This is an optimization exercise on Yosys and OpenROAD, whose aim is small area, a short achievable clock period and few clock cycles, not a production implementation. In this exercise RTL edits were held to simulation tests only and were not proved equivalent to the original. Power is estimated from default activity; no workload was simulated.

## ordered_list_append_remove
module ordered_list_append_remove (
  input  wire                                clk,
  input  wire                                rst_n,
  input  wire                                in_valid,
  output logic                               in_stall,
  input  wire        [ola_pkg::KIND_W-1:0]   in_kind,
  input  wire signed [ola_pkg::VAL_W-1:0]    in_value,
  output logic                               out_valid,
  input  wire                                out_stall,
  output logic       [ola_pkg::STATUS_W-1:0] out_status,
  output logic signed [ola_pkg::VAL_W-1:0]   out_entry,
  output logic                               out_last
);
Size: roughly 6100 cells after synthesis, about 1200 flip-flops, about 76 I/O pins, about 57000 sq um of cells after synthesis.
clock: 5.5 ns
lec_check: 0
cap_margin: 20
core_margin: 2
core_utilization: 40
cts_buf_list: sky130_fd_sc_hd__clkbuf_16
cts_cluster_diameter: 100
cts_cluster_size: 20
setup_slack_margin: 2.8
slew_margin: 20
run.sh (not shown) runs the stock make flow with config.mk's settings and CLKGATE_MAP_FILE= SYNTH_SCRIPT=/design/flow/synth_recipe.tcl, a recipe that flattens the netlist after the stock synthesis.
Testbench counts at the start, summed over its fixed seeds: cycles 22,371.
Then changed:
--- a/flow/design.v
+++ b/flow/design.v
@@ -18,37 +18,36 @@
     logic remove;    
     logic rotate;    
   } cell_ctl_t;
 endpackage
 `default_nettype wire
 `default_nettype none
 module ola_cell (
   input  wire                        clk,
   input  wire                        ld,        
   input  wire                        sh,        
   input  wire                        hd,        
-  input  wire                        occ,       
   input  wire [ola_pkg::VAL_W-1:0]   ld_val,
   input  wire                        ld_m,
   input  wire [ola_pkg::VAL_W-1:0]   nxt_val,
   input  wire                        nxt_raw,
   input  wire [ola_pkg::VAL_W-1:0]   cmp_val,   
   output logic [ola_pkg::VAL_W-1:0]  value,
   output logic                       raw,       
   output logic                       match
 );
   logic [ola_pkg::VAL_W-1:0] value_r;
   logic                      match_r;
   assign value = value_r;
   assign match = match_r;
-  assign raw   = occ && (value_r == cmp_val);
+  assign raw   = (value_r == cmp_val);
   always_ff @(posedge clk) begin
     value_r <= ({ola_pkg::VAL_W{ld}} & ld_val) |
                ({ola_pkg::VAL_W{sh}} & nxt_val) |
                ({ola_pkg::VAL_W{hd}} & value_r);
     match_r <= ld ? ld_m : (sh ? nxt_raw : raw);
   end
 endmodule
 `default_nettype wire
 `default_nettype none
 module ordered_list_append_remove (
   input  wire                                clk,
@@ -102,46 +101,45 @@
   assign done     = p2_v && room && ((p2_k != ola_pkg::KIND_DUMP) || empty || dlast);
   assign in_stall = stall_r;
   assign take     = in_valid && adv_r;
   always_comb begin
     logic [N-1:0] p;
     p = m_r;
     for (int d = 1; d < N; d = d * 2) begin
       for (int i = N - 1; i >= d; i--) p[i] = p[i] | p[i-d];
     end
     pre = p;
   end
-  assign found = pre[N-1];
+  assign found = |(m_r & occ);
   assign dec   = rem_do && found;
   always_comb begin
     for (int i = 0; i < N; i++) begin
       occ[i] = (cnt_r > CW'(i));
       ld[i]  = (app_do && tl_r[i]) || (rot_do && tl_r[i+1]);
       sh[i]  = (rem_do && pre[i]) || (rot_do && !tl_r[i+1]);
       hd[i]  = !(rot_do || (app_do && tl_r[i]) || (rem_do && pre[i]));
     end
   end
   assign ld_val = p2_k[1] ? val[0] : p2_val;
   assign fwd    = (p2_val == in_value);
   assign ld_m   = p2_k[1] ? raw[0] : fwd;
   assign val[N] = '0;
   assign raw[N] = 1'b0;
   genvar gi;
   generate
     for (gi = 0; gi < N; gi++) begin : g_slot
       ola_cell u_cell (
         .clk     (clk),
         .ld      (ld[gi]),
         .sh      (sh[gi]),
         .hd      (hd[gi]),
-        .occ     (occ[gi]),
         .ld_val  (ld_val),
         .ld_m    (ld_m),
         .nxt_val (val[gi+1]),
         .nxt_raw (raw[gi+1]),
         .cmp_val (in_value),
         .value   (val[gi]),
         .raw     (raw[gi]),
         .match   (m_r[gi])
       );
     end
   endgenerate
Effect: Setup slack got worse by 450 ps. Register-to-register slack got worse by 460 ps. Fmax came out lower by 14%. Sequential power came out lower by 4.1%. Power came out lower by 1.8%. Final cell count came out higher by 2.3%. Sequential cell count is unchanged. Utilization came out higher by 1.8 points. Non-clock buffer count came out higher by 79. Via count came out higher by 3.0%.
Testbench counts after the change, summed over its fixed seeds: cycles 22,371.

========
## tundra
The RTL this note starts from:
==> flow/design.v <==
`default_nettype none
package ola_pkg;
  localparam int LIST_DEPTH_DEF = 32;
  localparam int VAL_W          = 32;
  localparam int KIND_W         = 2;
  localparam int STATUS_W       = 3;
  localparam logic [KIND_W-1:0] KIND_APPEND = 2'd0;
  localparam logic [KIND_W-1:0] KIND_REMOVE = 2'd1;
  localparam logic [KIND_W-1:0] KIND_DUMP   = 2'd2;
  localparam logic [STATUS_W-1:0] ST_APPENDED  = 3'd0;
  localparam logic [STATUS_W-1:0] ST_REMOVED   = 3'd1;
  localparam logic [STATUS_W-1:0] ST_NOT_FOUND = 3'd2;
  localparam logic [STATUS_W-1:0] ST_EMPTY     = 3'd3;
  localparam logic [STATUS_W-1:0] ST_FULL      = 3'd4;
  typedef struct packed {
    logic append;    
    logic compare;   
    logic remove;    
    logic rotate;    
  } cell_ctl_t;
endpackage
`default_nettype wire
`default_nettype none
module ola_cell (
  input  wire                        clk,
  input  wire                        ld,        
  input  wire                        sh,        
  input  wire                        hd,        
  input  wire                        m_en,      
  input  wire                        occ,       
  input  wire [ola_pkg::VAL_W-1:0]   ld_val,
  input  wire                        ld_m,
  input  wire [ola_pkg::VAL_W-1:0]   nxt_val,
  input  wire                        nxt_raw,
  input  wire [ola_pkg::VAL_W-1:0]   cmp_val,   
  output logic [ola_pkg::VAL_W-1:0]  value,
  output logic                       raw,       
  output logic                       match
);
  logic [ola_pkg::VAL_W-1:0] value_r;
  logic                      match_r;
  assign value = value_r;
  assign match = match_r;
  assign raw   = occ && (value_r == cmp_val);
  always_ff @(posedge clk) begin
    value_r <= ({ola_pkg::VAL_W{ld}} & ld_val) |
               ({ola_pkg::VAL_W{sh}} & nxt_val) |
               ({ola_pkg::VAL_W{hd}} & value_r);
    if (m_en) begin
      match_r <= ld ? ld_m : (sh ? nxt_raw : raw);
    end
  end
endmodule
`default_nettype wire
`default_nettype none
module ordered_list_append_remove (
  input  wire                                clk,
  input  wire                                rst_n,
  input  wire                                in_valid,
  output logic                               in_stall,
  input  wire        [ola_pkg::KIND_W-1:0]   in_kind,
  input  wire signed [ola_pkg::VAL_W-1:0]    in_value,
  output logic                               out_valid,
  input  wire                                out_stall,
  output logic       [ola_pkg::STATUS_W-1:0] out_status,
  output logic signed [ola_pkg::VAL_W-1:0]   out_entry,
  output logic                               out_last
);
  localparam int N  = ola_pkg::LIST_DEPTH_DEF;
  localparam int W  = ola_pkg::VAL_W;
  localparam int CW = $clog2(N + 1);
  logic                       p2_v;
  logic [ola_pkg::KIND_W-1:0] p2_k;
  logic [W-1:0]               p2_val;
  logic [CW-1:0]              cnt_r, cnt_nxt;
  logic [CW-1:0]              dleft_r;       
  logic [W-1:0]               val  [N+1];
  logic [N:0]                 raw;
  logic [N-1:0]               m_r;
  logic [N-1:0]               pre;
  logic [N-1:0]               ld, sh, hd, occ;
  logic [N:0]                 tl_r, tl_nxt;  
  logic                       p2_app, p2_rem, p2_dmp;
  logic                          o_v, k_v;
  logic [ola_pkg::STATUS_W-1:0]  o_st, k_st, w_st;
  logic [W-1:0]                  o_e, k_e, w_e;
  logic                          o_l, k_l, w_l;
  logic room, empty, full, dlast, done;
  logic adv_r, stall_r, take;
  logic app_do, rem_do, rot_do, found, w_v;
  logic [W-1:0] ld_val;
  logic ld_m, fwd;
  logic p2_v_n, k_v_n, adv_n, dlast_n;
  logic dec, nx0, nx1;
  logic [ola_pkg::KIND_W-1:0] p2_k_n;
  assign room  = !k_v;
  assign empty = tl_r[0];
  assign full  = tl_r[N];
  assign dlast = (dleft_r == '0);
  assign app_do = p2_app && room && !full;
  assign rem_do = p2_rem && room;
  assign rot_do = p2_dmp && room && !empty;
  assign done     = p2_v && room && ((p2_k != ola_pkg::KIND_DUMP) || empty || dlast);
  assign in_stall = stall_r;
  assign take     = in_valid && adv_r;
  always_comb begin
    logic [N-1:0] p;
    p = m_r;
    for (int d = 1; d < N; d = d * 2) begin
      for (int i = N - 1; i >= d; i--) p[i] = p[i] | p[i-d];
    end
    pre = p;
  end
  assign found = pre[N-1];
  assign dec   = rem_do && found;
  always_comb begin
    for (int i = 0; i < N; i++) begin
      occ[i] = (cnt_r > CW'(i));
      ld[i]  = (app_do && tl_r[i]) || (rot_do && tl_r[i+1]);
      sh[i]  = (rem_do && pre[i]) || (rot_do && !tl_r[i+1]);
      hd[i]  = !(rot_do || (app_do && tl_r[i]) || (rem_do && pre[i]));
    end
  end
  assign ld_val = p2_k[1] ? val[0] : p2_val;
  assign fwd    = (p2_val == in_value);
  assign ld_m   = p2_k[1] ? raw[0] : fwd;
  assign val[N] = '0;
  assign raw[N] = 1'b0;
  genvar gi;
  generate
    for (gi = 0; gi < N; gi++) begin : g_slot
      ola_cell u_cell (
        .clk     (clk),
        .ld      (ld[gi]),
        .sh      (sh[gi]),
        .hd      (hd[gi]),
        .m_en    (adv_r),
        .occ     (occ[gi]),
        .ld_val  (ld_val),
        .ld_m    (ld_m),
        .nxt_val (val[gi+1]),
        .nxt_raw (raw[gi+1]),
        .cmp_val (in_value),
        .value   (val[gi]),
        .raw     (raw[gi]),
        .match   (m_r[gi])
      );
    end
  endgenerate
  always_comb begin
    w_v  = p2_v && room && (p2_k != 2'd3);
    w_e  = p2_val;
    w_l  = 1'b1;
    w_st = ola_pkg::ST_APPENDED;
    cnt_nxt = cnt_r;
    tl_nxt  = tl_r;
    case (p2_k)
      ola_pkg::KIND_APPEND: begin
        w_st = full ? ola_pkg::ST_FULL : ola_pkg::ST_APPENDED;
        if (app_do) cnt_nxt = cnt_r + 1'b1;
        if (app_do) tl_nxt = {tl_r[N-1:0], 1'b0};
      end
      ola_pkg::KIND_REMOVE: begin
        w_st = empty ? ola_pkg::ST_EMPTY : (found ? ola_pkg::ST_REMOVED : ola_pkg::ST_NOT_FOUND);
        if (rem_do && found) cnt_nxt = cnt_r - 1'b1;
        if (rem_do && found) tl_nxt = {1'b0, tl_r[N:1]};
      end
      ola_pkg::KIND_DUMP: begin
        if (empty) begin
          w_st = ola_pkg::ST_EMPTY;
        end else begin
          w_e = val[0];
          w_l = dlast;
        end
      end
      default: begin
      end
    endcase
  end
  always_comb begin
    p2_v_n  = adv_r ? in_valid : p2_v;
    p2_k_n  = adv_r ? in_kind : p2_k;
    k_v_n   = k_v ? out_stall : (w_v && o_v && out_stall);
    nx0     = (tl_r[0] && !app_do) || (tl_r[1] && dec);
    nx1     = (tl_r[1] && !app_do && !dec) || (tl_r[0] && app_do) || (tl_r[2] && dec);
    dlast_n = adv_r ? nx1 : (rot_do ? (dleft_r == CW'(1)) : dlast);
    adv_n   = !p2_v_n || (!k_v_n && ((p2_k_n != ola_pkg::KIND_DUMP) || nx0 || dlast_n));
  end
  assign out_valid  = o_v;
  assign out_status = o_st;
  assign out_entry  = o_e;
  assign out_last   = o_l;
  always_ff @(posedge clk) begin
    if (!rst_n) begin
      p2_v    <= 1'b0;
      cnt_r   <= '0;
      tl_r    <= (N+1)'(1);
      p2_app  <= 1'b0;
      p2_rem  <= 1'b0;
      p2_dmp  <= 1'b0;
      dleft_r <= '0;
      o_v     <= 1'b0;
      k_v     <= 1'b0;
      adv_r   <= 1'b1;
      stall_r <= 1'b0;
    end else begin
      p2_v    <= p2_v_n;
      cnt_r   <= cnt_nxt;
      tl_r    <= tl_nxt;
      if (adv_r) begin
        p2_app <= in_valid && (in_kind == ola_pkg::KIND_APPEND);
        p2_rem <= in_valid && (in_kind == ola_pkg::KIND_REMOVE);
        p2_dmp <= in_valid && (in_kind == ola_pkg::KIND_DUMP);
      end
      if (adv_r) dleft_r <= app_do ? cnt_r : (dec ? cnt_r - 2'd2 : cnt_r - 1'b1);
      else if (rot_do) dleft_r <= dleft_r - 1'b1;
      k_v     <= k_v_n;
      adv_r   <= adv_n;
      stall_r <= !adv_n;
      if (k_v) o_v <= 1'b1;
      else if (w_v) o_v <= 1'b1;
      else if (!out_stall) o_v <= 1'b0;
    end
  end
  always_ff @(posedge clk) begin
    if (adv_r) begin
      p2_k   <= in_kind;
      p2_val <= in_value;
    end
    if (!o_v || !out_stall) begin
      if (k_v) begin
        o_st <= k_st;
        o_e  <= k_e;
        o_l  <= k_l;
      end else begin
        o_st <= w_st;
        o_e  <= w_e;
        o_l  <= w_l;
      end
    end
    if (!k_v) begin
      k_st <= w_st;
      k_e  <= w_e;
      k_l  <= w_l;
    end
  end
endmodule
`default_nettype wire
clock: 5.5 ns
lec_check: 0
cap_margin: 20
core_margin: 2
core_utilization: 40
setup_slack_margin: 2.8
slew_margin: 20
tundra did not stop at any stage, and its layout met the timing, DRC and antenna checks.
Testbench counts of tundra, summed over its fixed seeds: cycles 22,371.
Inputs modified between tundra and nickel:
--- a/flow/design.v
+++ b/flow/design.v
@@ -26,7 +26,6 @@
   input  wire                        ld,        
   input  wire                        sh,        
   input  wire                        hd,        
-  input  wire                        m_en,      
   input  wire                        occ,       
   input  wire [ola_pkg::VAL_W-1:0]   ld_val,
   input  wire                        ld_m,
@@ -46,9 +45,7 @@
     value_r <= ({ola_pkg::VAL_W{ld}} & ld_val) |
                ({ola_pkg::VAL_W{sh}} & nxt_val) |
                ({ola_pkg::VAL_W{hd}} & value_r);
-    if (m_en) begin
-      match_r <= ld ? ld_m : (sh ? nxt_raw : raw);
-    end
+    match_r <= ld ? ld_m : (sh ? nxt_raw : raw);
   end
 endmodule
 `default_nettype wire
@@ -81,6 +78,8 @@
   logic [N-1:0]               ld, sh, hd, occ;
   logic [N:0]                 tl_r, tl_nxt;  
   logic                       p2_app, p2_rem, p2_dmp;
+  logic                       ex_r;          
+  logic [ola_pkg::STATUS_W-1:0] ex_st;       
   logic                          o_v, k_v;
   logic [ola_pkg::STATUS_W-1:0]  o_st, k_st, w_st;
   logic [W-1:0]                  o_e, k_e, w_e;
@@ -97,8 +96,8 @@
   assign empty = tl_r[0];
   assign full  = tl_r[N];
   assign dlast = (dleft_r == '0);
-  assign app_do = p2_app && room && !full;
-  assign rem_do = p2_rem && room;
+  assign app_do = p2_app && !ex_r && !full;
+  assign rem_do = p2_rem && !ex_r;
   assign rot_do = p2_dmp && room && !empty;
   assign done     = p2_v && room && ((p2_k != ola_pkg::KIND_DUMP) || empty || dlast);
   assign in_stall = stall_r;
@@ -134,7 +133,6 @@
         .ld      (ld[gi]),
         .sh      (sh[gi]),
         .hd      (hd[gi]),
-        .m_en    (adv_r),
         .occ     (occ[gi]),
         .ld_val  (ld_val),
         .ld_m    (ld_m),
@@ -156,12 +154,12 @@
     tl_nxt  = tl_r;
     case (p2_k)
       ola_pkg::KIND_APPEND: begin
-        w_st = full ? ola_pkg::ST_FULL : ola_pkg::ST_APPENDED;
+        w_st = ex_r ? ex_st : (full ? ola_pkg::ST_FULL : ola_pkg::ST_APPENDED);
         if (app_do) cnt_nxt = cnt_r + 1'b1;
         if (app_do) tl_nxt = {tl_r[N-1:0], 1'b0};
       end
       ola_pkg::KIND_REMOVE: begin
-        w_st = empty ? ola_pkg::ST_EMPTY : (found ? ola_pkg::ST_REMOVED : ola_pkg::ST_NOT_FOUND);
+        w_st = ex_r ? ex_st : (empty ? ola_pkg::ST_EMPTY : (found ? ola_pkg::ST_REMOVED : ola_pkg::ST_NOT_FOUND));
         if (rem_do && found) cnt_nxt = cnt_r - 1'b1;
         if (rem_do && found) tl_nxt = {1'b0, tl_r[N:1]};
       end
@@ -198,6 +196,7 @@
       p2_app  <= 1'b0;
       p2_rem  <= 1'b0;
       p2_dmp  <= 1'b0;
+      ex_r    <= 1'b0;
       dleft_r <= '0;
       o_v     <= 1'b0;
       k_v     <= 1'b0;
@@ -207,6 +206,8 @@
       p2_v    <= p2_v_n;
       cnt_r   <= cnt_nxt;
       tl_r    <= tl_nxt;
+      if (adv_r) ex_r <= 1'b0;
+      else if (p2_app || p2_rem) ex_r <= 1'b1;
       if (adv_r) begin
         p2_app <= in_valid && (in_kind == ola_pkg::KIND_APPEND);
         p2_rem <= in_valid && (in_kind == ola_pkg::KIND_REMOVE);
@@ -238,6 +239,7 @@
         o_l  <= w_l;
       end
     end
+    if (!ex_r) ex_st <= w_st;
     if (!k_v) begin
       k_st <= w_st;
       k_e  <= w_e;
==> run summary <==
- Across nickel and tundra, the outcome is the same: a clean finish for every run.
- Compared nickel against tundra; starting utilization of the core area within noise.
- Re met3 track demand over resource: nickel is 1.5 points down on tundra.
- For the arrival time at the worst endpoint, nickel came in 0.21 ns lower than tundra did.
- Global-route usage: higher on tundra
- Compared to tundra, nickel has register area 0.84% lower.
- Diff tundra -> nickel: CTS sink count shows an increase of 4; synthesized instance count about even; cell area shows a reduction of about 4%.
- Compared with tundra, nickel shows a global-route met1 utilization that is 2.5 points lower.
Testbench counts of nickel, summed over its fixed seeds: cycles 22,371.

==> afterwards: timing with drivers on the ports <==
No port has a modelled driver above. Below, the same layouts with a new extraction and two added sets of constraints. Step 1 (the two cells are an assumption about what drives the block):
set clk [get_ports {clk}]
set_driving_cell -lib_cell sky130_fd_sc_hd__clkbuf_16 $clk
set_driving_cell -lib_cell sky130_fd_sc_hd__buf_2 [delete_from_list [all_inputs] $clk]
Step 2 times the ports against the registers' clock, not the clock port: input delays grow and output delays shrink by t, the midpoint of the rising clock arrivals with the driver on. a / b / c = no drivers / after step 1 / after step 2; a / b = the first two.
| run | t, ns | setup WS [ns] | worst slew at a driven data input, ns |
|---|---|---|---|
| the first run of note 1 | 0.785 | 2.778 / 2.758 / 2.015 | 0.10 |
| the second run of note 1 | 0.767 | 2.328 / 2.328 / 2.012 | 0.07 |
| tundra | 0.863 | 2.607 / 2.607 / 1.840 | 0.06 |
| nickel | 0.867 | 2.783 / 2.763 / 1.951 | 0.09 |
After both steps setup and hold are still met in every run listed. For nickel, which loses most, drivers alone change the setup slack by -0.020 ns; drivers and shift together by -0.832 ns.
